Context: an optimization exercise on an open-source flow, tuned for small area and a short achievable clock period. The choices shown serve that exercise and are no tape-out recipe.
Where RTL was checked, it was by simulation tests only, not by an equivalence proof against the original.
Power is estimated from default activity; no workload was simulated.

==> run a <==
==> flow/design.v <==
package mem_responder_pkg;
   localparam int N_RING   = 4;
   localparam int RING_LEN = 64;
   localparam int POS_W    = 6;
   localparam int WSTEP    = 5;
   localparam int RSTEP    = 3;
   localparam int INVERT   = 0;
   localparam logic [3:0] NOP = 4'd0;
   localparam logic [3:0] ADD = 4'd1;
   localparam logic [3:0] SUB = 4'd2;
   localparam logic [3:0] AND = 4'd3;
   localparam logic [3:0] NOT = 4'd4;
   localparam logic [3:0] RD  = 4'd5;
   localparam logic [3:0] WR  = 4'd6;
   localparam logic [3:0] BR  = 4'd7;
   localparam logic [3:0] BRZ = 4'd8;
   function automatic logic is_store(input logic [3:0] op);
      return (op == WR);
   endfunction
endpackage
module mem_array #(
   parameter int unsigned word_sz  = 16,
   parameter int unsigned n_ring   = 2,
   parameter int unsigned ring_len = 128,
   parameter int unsigned wstep    = 5,
   parameter int unsigned rstep    = 3,
   parameter int unsigned invert   = 0
) (
   input  logic                  i_clk,
   input  logic [n_ring-1:0]     i_wring,
   input  logic [7:0]            i_wlo,
   input  logic [ring_len/8-1:0] i_whi,
   input  logic [n_ring-1:0]     i_wring_n,
   input  logic [7:0]            i_wlo_n,
   input  logic [ring_len/8-1:0] i_whi_n,
   input  logic [word_sz-1:0]    i_wdata,
   input  logic [n_ring*ring_len-1:0] i_rsel,
   input  logic                  i_csel,
   input  logic                  i_xsel,
   input  logic [word_sz-1:0]    i_xdata,
   input  logic                  i_hold,
   input  logic [word_sz-1:0]    i_hdata,
   output logic [word_sz-1:0]    o_rdata
);
   localparam int unsigned N = n_ring * ring_len;
   logic [N-1:0][word_sz-1:0] r_cell;
   function automatic logic inv_at(input int unsigned p);
      inv_at = (invert != 0) && (((p / wstep) % 2) == 1);
   endfunction
   always_ff @(posedge i_clk) begin
      for (int r = 0; r < n_ring; r++) begin
         for (int p = 0; p < ring_len; p++) begin
            if (p % wstep == 0 && invert == 0) begin
               if (i_wring[r]
                   && i_wlo[((p + ring_len - 1) % ring_len) % 8]
                   && i_whi[((p + ring_len - 1) % ring_len) / 8])
                  r_cell[r * ring_len + p] <= i_wdata;
               else
                  r_cell[r * ring_len + p] <= r_cell[r * ring_len + (p + ring_len - 1) % ring_len];
            end else if (p % wstep == 0) begin
               r_cell[r * ring_len + p] <= ~(
                  ({word_sz{i_wring[r]
                            & i_wlo[((p + ring_len - 1) % ring_len) % 8]
                            & i_whi[((p + ring_len - 1) % ring_len) / 8]}}
                   & (inv_at(p) ? i_wdata : ~i_wdata))
                | ({word_sz{i_wring_n[r]
                            | i_wlo_n[((p + ring_len - 1) % ring_len) % 8]
                            | i_whi_n[((p + ring_len - 1) % ring_len) / 8]}}
                   & r_cell[r * ring_len + (p + ring_len - 1) % ring_len]));
            end else begin
               r_cell[r * ring_len + p] <= r_cell[r * ring_len + p - 1];
            end
         end
      end
   end
   logic [word_sz-1:0] w_true;      
   logic [word_sz-1:0] w_comp;      
   always_comb begin
      w_true     = ({word_sz{i_xsel}} & i_xdata) | ({word_sz{i_hold}} & i_hdata);
      w_comp     = '0;
      for (int r = 0; r < n_ring; r++)
         for (int p = 0; p < ring_len; p++)
            if (p % rstep == 0 || p == ring_len - 1) begin
               if (inv_at(p)) begin
                  w_comp = w_comp | ({word_sz{i_rsel[r * ring_len + p]}}
                                     & r_cell[r * ring_len + p]);
               end else begin
                  w_true = w_true | ({word_sz{i_rsel[r * ring_len + p]}}
                                     & r_cell[r * ring_len + p]);
               end
            end
   end
   assign o_rdata = w_true | ({word_sz{i_csel}} & ~w_comp);
endmodule
import mem_responder_pkg::*;
module mem_responder #(
   parameter int unsigned word_sz     = 16,
   parameter int unsigned mem_sz      = 256,
   parameter int unsigned wait_cycles = 2
) (
   input  logic               clk,
   input  logic               rst,
   input  logic               bus_req_valid,
   output logic               bus_req_ready,
   input  logic               bus_req_write,
   input  logic [word_sz-1:0] bus_req_addr,
   input  logic [word_sz-1:0] bus_req_wdata,
   output logic               bus_rsp_valid,
   input  logic               bus_rsp_ready,
   output logic [word_sz-1:0] bus_rsp_rdata,
   output logic               bus_rsp_err
);
   localparam int unsigned NR     = mem_responder_pkg::N_RING;
   localparam int unsigned RING_W = $clog2(NR);
   localparam int unsigned POS_W  = mem_responder_pkg::POS_W;
   localparam int unsigned LEN    = mem_responder_pkg::RING_LEN;
   localparam int unsigned NHI    = LEN / 8;
   logic               r_live;      
   logic               r_ready;     
   logic               r_s1;        
   logic               r_s2;        
   logic               r_s3;        
   logic               r_valid;     
   logic               r_err;       
   logic               r_wr;        
   logic [word_sz-1:0] r_wdata;
   logic [NR-1:0]      r_rring;     
   logic [NR-1:0]      r_wring;     
   logic [7:0]         r_lo;        
   logic [NHI-1:0]     r_hi;        
   logic [NR-1:0]      r_wring_n;   
   logic [7:0]         r_lo_n;
   logic [NHI-1:0]     r_hi_n;
   logic [word_sz-1:0] r_rsp_rdata;
   logic [LEN-1:0]     r_tap;       
   logic               r_csel;      
   logic               r_xsel;      
   logic [POS_W-1:0]   r_rot;       
   logic               w_accept;
   logic               w_in_range;
   logic [POS_W-1:0]   w_at;
   logic [NR-1:0]      w_ring;
   logic               w_whit;      
   logic [word_sz-1:0] w_arr_rdata;
   assign w_accept   = r_ready && bus_req_valid;
   assign w_in_range = (32'(bus_req_addr) < mem_sz);
   assign w_at       = bus_req_addr[POS_W-1:0] + r_rot;
   always_comb begin
      w_ring = '0;
      w_ring[bus_req_addr[POS_W +: RING_W]] = 1'b1;
   end
   logic [7:0]         w_lo_nx;
   logic [NHI-1:0]     w_hi_nx;
   logic [NR-1:0]      w_rring_nx;
   logic [LEN-1:0]     w_tap_nx;
   logic [NR*LEN-1:0]  w_rsel;
   logic               w_csel_nx;
   always_comb begin
      if (w_accept) begin
         w_lo_nx    = 8'b1 << w_at[2:0];
         w_hi_nx    = NHI'(1) << w_at[POS_W-1:3];
         w_rring_nx = (!bus_req_write && w_in_range) ? w_ring : '0;
      end else begin
         w_lo_nx    = {r_lo[6:0], r_lo[7]};
         w_hi_nx    = r_lo[7] ? {r_hi[NHI-2:0], r_hi[NHI-1]} : r_hi;
         w_rring_nx = r_s3 ? '0 : r_rring;
      end
      w_tap_nx  = '0;
      w_csel_nx = 1'b0;
      for (int p = 0; p < LEN; p++)
         if (p % mem_responder_pkg::RSTEP == 0 || p == LEN - 1) begin
            w_tap_nx[p] = w_lo_nx[p % 8] && w_hi_nx[p / 8];
            if (mem_responder_pkg::INVERT != 0 && ((p / mem_responder_pkg::WSTEP) % 2) == 1)
               w_csel_nx = w_csel_nx || (w_tap_nx[p] && (|w_rring_nx));
         end
   end
   always_comb begin
      for (int r = 0; r < NR; r++)
         for (int p = 0; p < LEN; p++)
            w_rsel[r * LEN + p] = r_rring[r] && r_tap[p];
   end
   always_ff @(posedge clk or negedge rst) begin
      if (!rst) begin
         r_live  <= 1'b0;
         r_ready <= 1'b0;
         r_s1    <= 1'b0;
         r_s2    <= 1'b0;
         r_s3    <= 1'b0;
         r_valid <= 1'b0;
         r_rring <= '0;
      end else begin
         r_live  <= 1'b1;
         r_ready <= !r_live || (r_ready && !bus_req_valid) || (r_valid && bus_rsp_ready);
         r_s1    <= w_accept;
         r_s2    <= r_s1;
         r_s3    <= r_s2;
         r_valid <= r_s3 || (r_valid && !bus_rsp_ready);
         r_rring <= w_rring_nx;
      end
   end
   always_ff @(posedge clk) begin
      r_rot  <= r_rot + 1'b1;
      r_lo   <= w_lo_nx;
      r_lo_n <= ~w_lo_nx;
      r_hi   <= w_hi_nx;
      r_hi_n <= ~w_hi_nx;
      r_tap  <= w_tap_nx;
      r_csel <= w_csel_nx;
      r_xsel <= w_accept && (bus_req_write || !w_in_range);
      if (w_accept) begin
         r_err   <= !w_in_range;
         r_wr    <= bus_req_write && w_in_range;
         r_wdata <= bus_req_wdata;
         r_wring   <= (bus_req_write && w_in_range) ? w_ring : '0;
         r_wring_n <= (bus_req_write && w_in_range) ? ~w_ring : '1;
      end else if (w_whit) begin
         r_wring   <= '0;
         r_wring_n <= '1;
      end
      r_rsp_rdata <= w_arr_rdata;
   end
   always_comb begin
      w_whit = 1'b0;
      for (int p = 0; p < LEN; p++)
         if (p % mem_responder_pkg::WSTEP == 0)
            w_whit = w_whit || (r_lo[((p + LEN - 1) % LEN) % 8] && r_hi[((p + LEN - 1) % LEN) / 8]);
   end
   mem_array #(
      .word_sz  (word_sz),
      .n_ring   (NR),
      .ring_len (LEN),
      .wstep    (mem_responder_pkg::WSTEP),
      .rstep    (mem_responder_pkg::RSTEP),
      .invert   (mem_responder_pkg::INVERT)
   ) u_mem_array (
      .i_clk     (clk),
      .i_wring   (r_wring),
      .i_wlo     (r_lo),
      .i_whi     (r_hi),
      .i_wring_n (r_wring_n),
      .i_wlo_n   (r_lo_n),
      .i_whi_n   (r_hi_n),
      .i_wdata   (r_wdata),
      .i_rsel    (w_rsel),
      .i_csel    (r_csel),
      .i_xsel    (r_xsel && r_wr),
      .i_xdata   (r_wdata),
      .i_hold    (!(((|r_rring) && (|r_tap)) || r_xsel)),
      .i_hdata   (r_rsp_rdata),
      .o_rdata   (w_arr_rdata)
   );
   assign bus_req_ready = r_ready;
   assign bus_rsp_valid = r_valid;
   assign bus_rsp_rdata = r_rsp_rdata;
   assign bus_rsp_err   = r_err;
endmodule
==> flow/flow/run.sh <==
#!/bin/bash
# Standard layout with a leaner clock tree: no dummy loads, larger sink clusters.
export CTS_ARGS="-sink_clustering_enable -repair_clock_nets -dont_use_dummy_load -buf_list {sky130_fd_sc_hd__clkbuf_8 sky130_fd_sc_hd__clkbuf_16} -sink_clustering_size 30 -sink_clustering_max_diameter 60"
bash standard.sh > standard.log 2>&1
==> flow/standard.sh <==
#!/bin/bash
# synth_recipe.tcl (not shown) runs the flow's synth.tcl, then flattens the netlist and writes it again
# the make line also repeats each setting of config.mk as NAME=value (left out here)
make -C /OpenROAD-flow-scripts/flow DESIGN_CONFIG=/design/flow/config.mk WORK_HOME=/design/flow/orfs CLKGATE_MAP_FILE= SYNTH_SCRIPT=/design/flow/synth_recipe.tcl "${@:-finish}"
==> flow/config.mk <==
export PLATFORM = sky130hd
export DESIGN_NAME = mem_responder
export DESIGN_NICKNAME = mem_responder
export VERILOG_FILES = /design/flow/design.v
export SDC_FILE = /design/flow/constraint.sdc
export NUM_CORES = 4
export LEC_CHECK = 0
export CAP_MARGIN = 20
export CORE_MARGIN = 2
export CORE_UTILIZATION = 58
export SETUP_SLACK_MARGIN = 2.0
export SLEW_MARGIN = 20
==> flow/constraint.sdc <==
create_clock -name core_clock -period 4.5 [get_ports {clk}]
set_input_delay 0.9000 -clock core_clock [delete_from_list [all_inputs] [get_ports {clk}]]
set_output_delay 0.9000 -clock core_clock [all_outputs]
set_load 0.01 [all_outputs]
==> run b: changes against run a <==
CORE_UTILIZATION = 65   (was 58)
SETUP_SLACK_MARGIN = 2.3   (was 2.0)
==> run c: changes against run a <==
--- a/flow/design.v
+++ b/flow/design.v
@@ -133,5 +133,5 @@
    logic [NHI-1:0]     r_hi_n;
    logic [word_sz-1:0] r_rsp_rdata;
-   logic [LEN-1:0]     r_tap;       
+   logic [NR*LEN-1:0]  r_rsel;      
    logic               r_csel;      
    logic               r_xsel;      
@@ -153,6 +153,5 @@
    logic [NHI-1:0]     w_hi_nx;
    logic [NR-1:0]      w_rring_nx;
-   logic [LEN-1:0]     w_tap_nx;
-   logic [NR*LEN-1:0]  w_rsel;
+   logic [NR*LEN-1:0]  w_rsel_nx;
    logic               w_csel_nx;
    always_comb begin
@@ -166,17 +165,13 @@
          w_rring_nx = r_s3 ? '0 : r_rring;
       end
-      w_tap_nx  = '0;
+      w_rsel_nx = '0;
       w_csel_nx = 1'b0;
-      for (int p = 0; p < LEN; p++)
-         if (p % mem_responder_pkg::RSTEP == 0 || p == LEN - 1) begin
-            w_tap_nx[p] = w_lo_nx[p % 8] && w_hi_nx[p / 8];
-            if (mem_responder_pkg::INVERT != 0 && ((p / mem_responder_pkg::WSTEP) % 2) == 1)
-               w_csel_nx = w_csel_nx || (w_tap_nx[p] && (|w_rring_nx));
-         end
-   end
-   always_comb begin
       for (int r = 0; r < NR; r++)
          for (int p = 0; p < LEN; p++)
-            w_rsel[r * LEN + p] = r_rring[r] && r_tap[p];
+            if (p % mem_responder_pkg::RSTEP == 0 || p == LEN - 1) begin
+               w_rsel_nx[r * LEN + p] = w_rring_nx[r] && w_lo_nx[p % 8] && w_hi_nx[p / 8];
+               if (mem_responder_pkg::INVERT != 0 && ((p / mem_responder_pkg::WSTEP) % 2) == 1)
+                  w_csel_nx = w_csel_nx || w_rsel_nx[r * LEN + p];
+            end
    end
    always_ff @(posedge clk or negedge rst) begin
@@ -205,5 +200,5 @@
       r_hi   <= w_hi_nx;
       r_hi_n <= ~w_hi_nx;
-      r_tap  <= w_tap_nx;
+      r_rsel <= w_rsel_nx;
       r_csel <= w_csel_nx;
       r_xsel <= w_accept && (bus_req_write || !w_in_range);
@@ -242,9 +237,9 @@
       .i_whi_n   (r_hi_n),
       .i_wdata   (r_wdata),
-      .i_rsel    (w_rsel),
+      .i_rsel    (r_rsel),
       .i_csel    (r_csel),
       .i_xsel    (r_xsel && r_wr),
       .i_xdata   (r_wdata),
-      .i_hold    (!(((|r_rring) && (|r_tap)) || r_xsel)),
+      .i_hold    (!((|r_rsel) || r_xsel)),
       .i_hdata   (r_rsp_rdata),
       .o_rdata   (w_arr_rdata)
==> flow/flow/run.sh (replaced) <==
#!/bin/bash
# Standard layout with a leaner clock tree: no dummy loads, larger sink clusters.
export CTS_ARGS="-sink_clustering_enable -repair_clock_nets -dont_use_dummy_load -buf_list {sky130_fd_sc_hd__clkbuf_8 sky130_fd_sc_hd__clkbuf_16} -sink_clustering_size 24 -sink_clustering_max_diameter 50"
bash standard.sh > standard.log 2>&1
ABC_CLOCK_PERIOD_IN_PS = 2000   (was unset)
CORE_UTILIZATION = 45   (was 58)
SETUP_SLACK_MARGIN = 2.3   (was 2.0)
==> run notes <==
- Combinational power, lowest first: run c, run a, run b.
- Run a ran to the end with no violations. Run c finished but failed the layout checks on antenna rules. Run b produced a clean layout.
- Area after synthesis: run a is smaller than run c (1.5%).
- Between run a and run c, the lower register-to-register slack is in run a (gap 0.11 ns).
- Synthesized cell count is about the same in run a and run c.
- Clock skew: run a < run b < run c.
- Power, highest first: run c, run a, run b.
==> figures <==
	run a	run c	run b
Critical Path Most Common Cell	nand4_1	buf_4	buf_12
Fin crit share	0.563	0.539	0.542
Cell Count, Final, Fillers Out	9,075	10,300	8,952
Maximum VDD drop	0.401 mV	0.468 mV	0.424 mV
Library cells used by synthesis	58	61	58
Clock network power consumption	18,100 uW	23,200 uW	17,700 uW
Total clock buffers created by CTS	184	283	178
Routed length on met2	133 mm	162 mm	138 mm
Slack of the worst reg-to-reg path	1.96 ns	2.07 ns	2.06 ns
Outcome	timing/DRC/antenna clean	finished with violations	timing/DRC/antenna clean
Violated checks	-	antenna rules	-
Initial DRC count	5,894	9,711	7,135
Non-clk buf share	0.0233	0.0549	0.0406
Core region area	178,000 um2	233,000 um2	159,000 um2
For run c, only the layout was checked, not whether the RTL still works.

==> what the ideal ports hide <==
The flow's constraints put no driver on any port. The routed layouts listed below were extracted and timed again, unchanged, in two steps.
Step 1 assumes that a clkbuf_16 drives the clock port and a buf_2 every other input.
Step 2 adds t to the input delays and takes it off the output delays; t is the mean of the earliest and latest rising clock arrival at the registers after step 1. Input paths then give back, and output paths get back, about the clock's delay inside the block.
Slacks: ideal / step 1 / step 2; pairs: ideal / step 1.
run | t (ns) | slack for setup (ns) | worst slew at a driven data input, ns
run a | 0.930 | 1.964 / 1.962 / 1.257 | 0.06
run b | 0.902 | 2.061 / 2.061 / 1.457 | 0.10
run c | 1.012 | 2.072 / 1.993 / 1.348 | 0.06
The setup slack of run c, which loses most, moves by -0.079 ns with the drivers and by -0.724 ns with both steps.
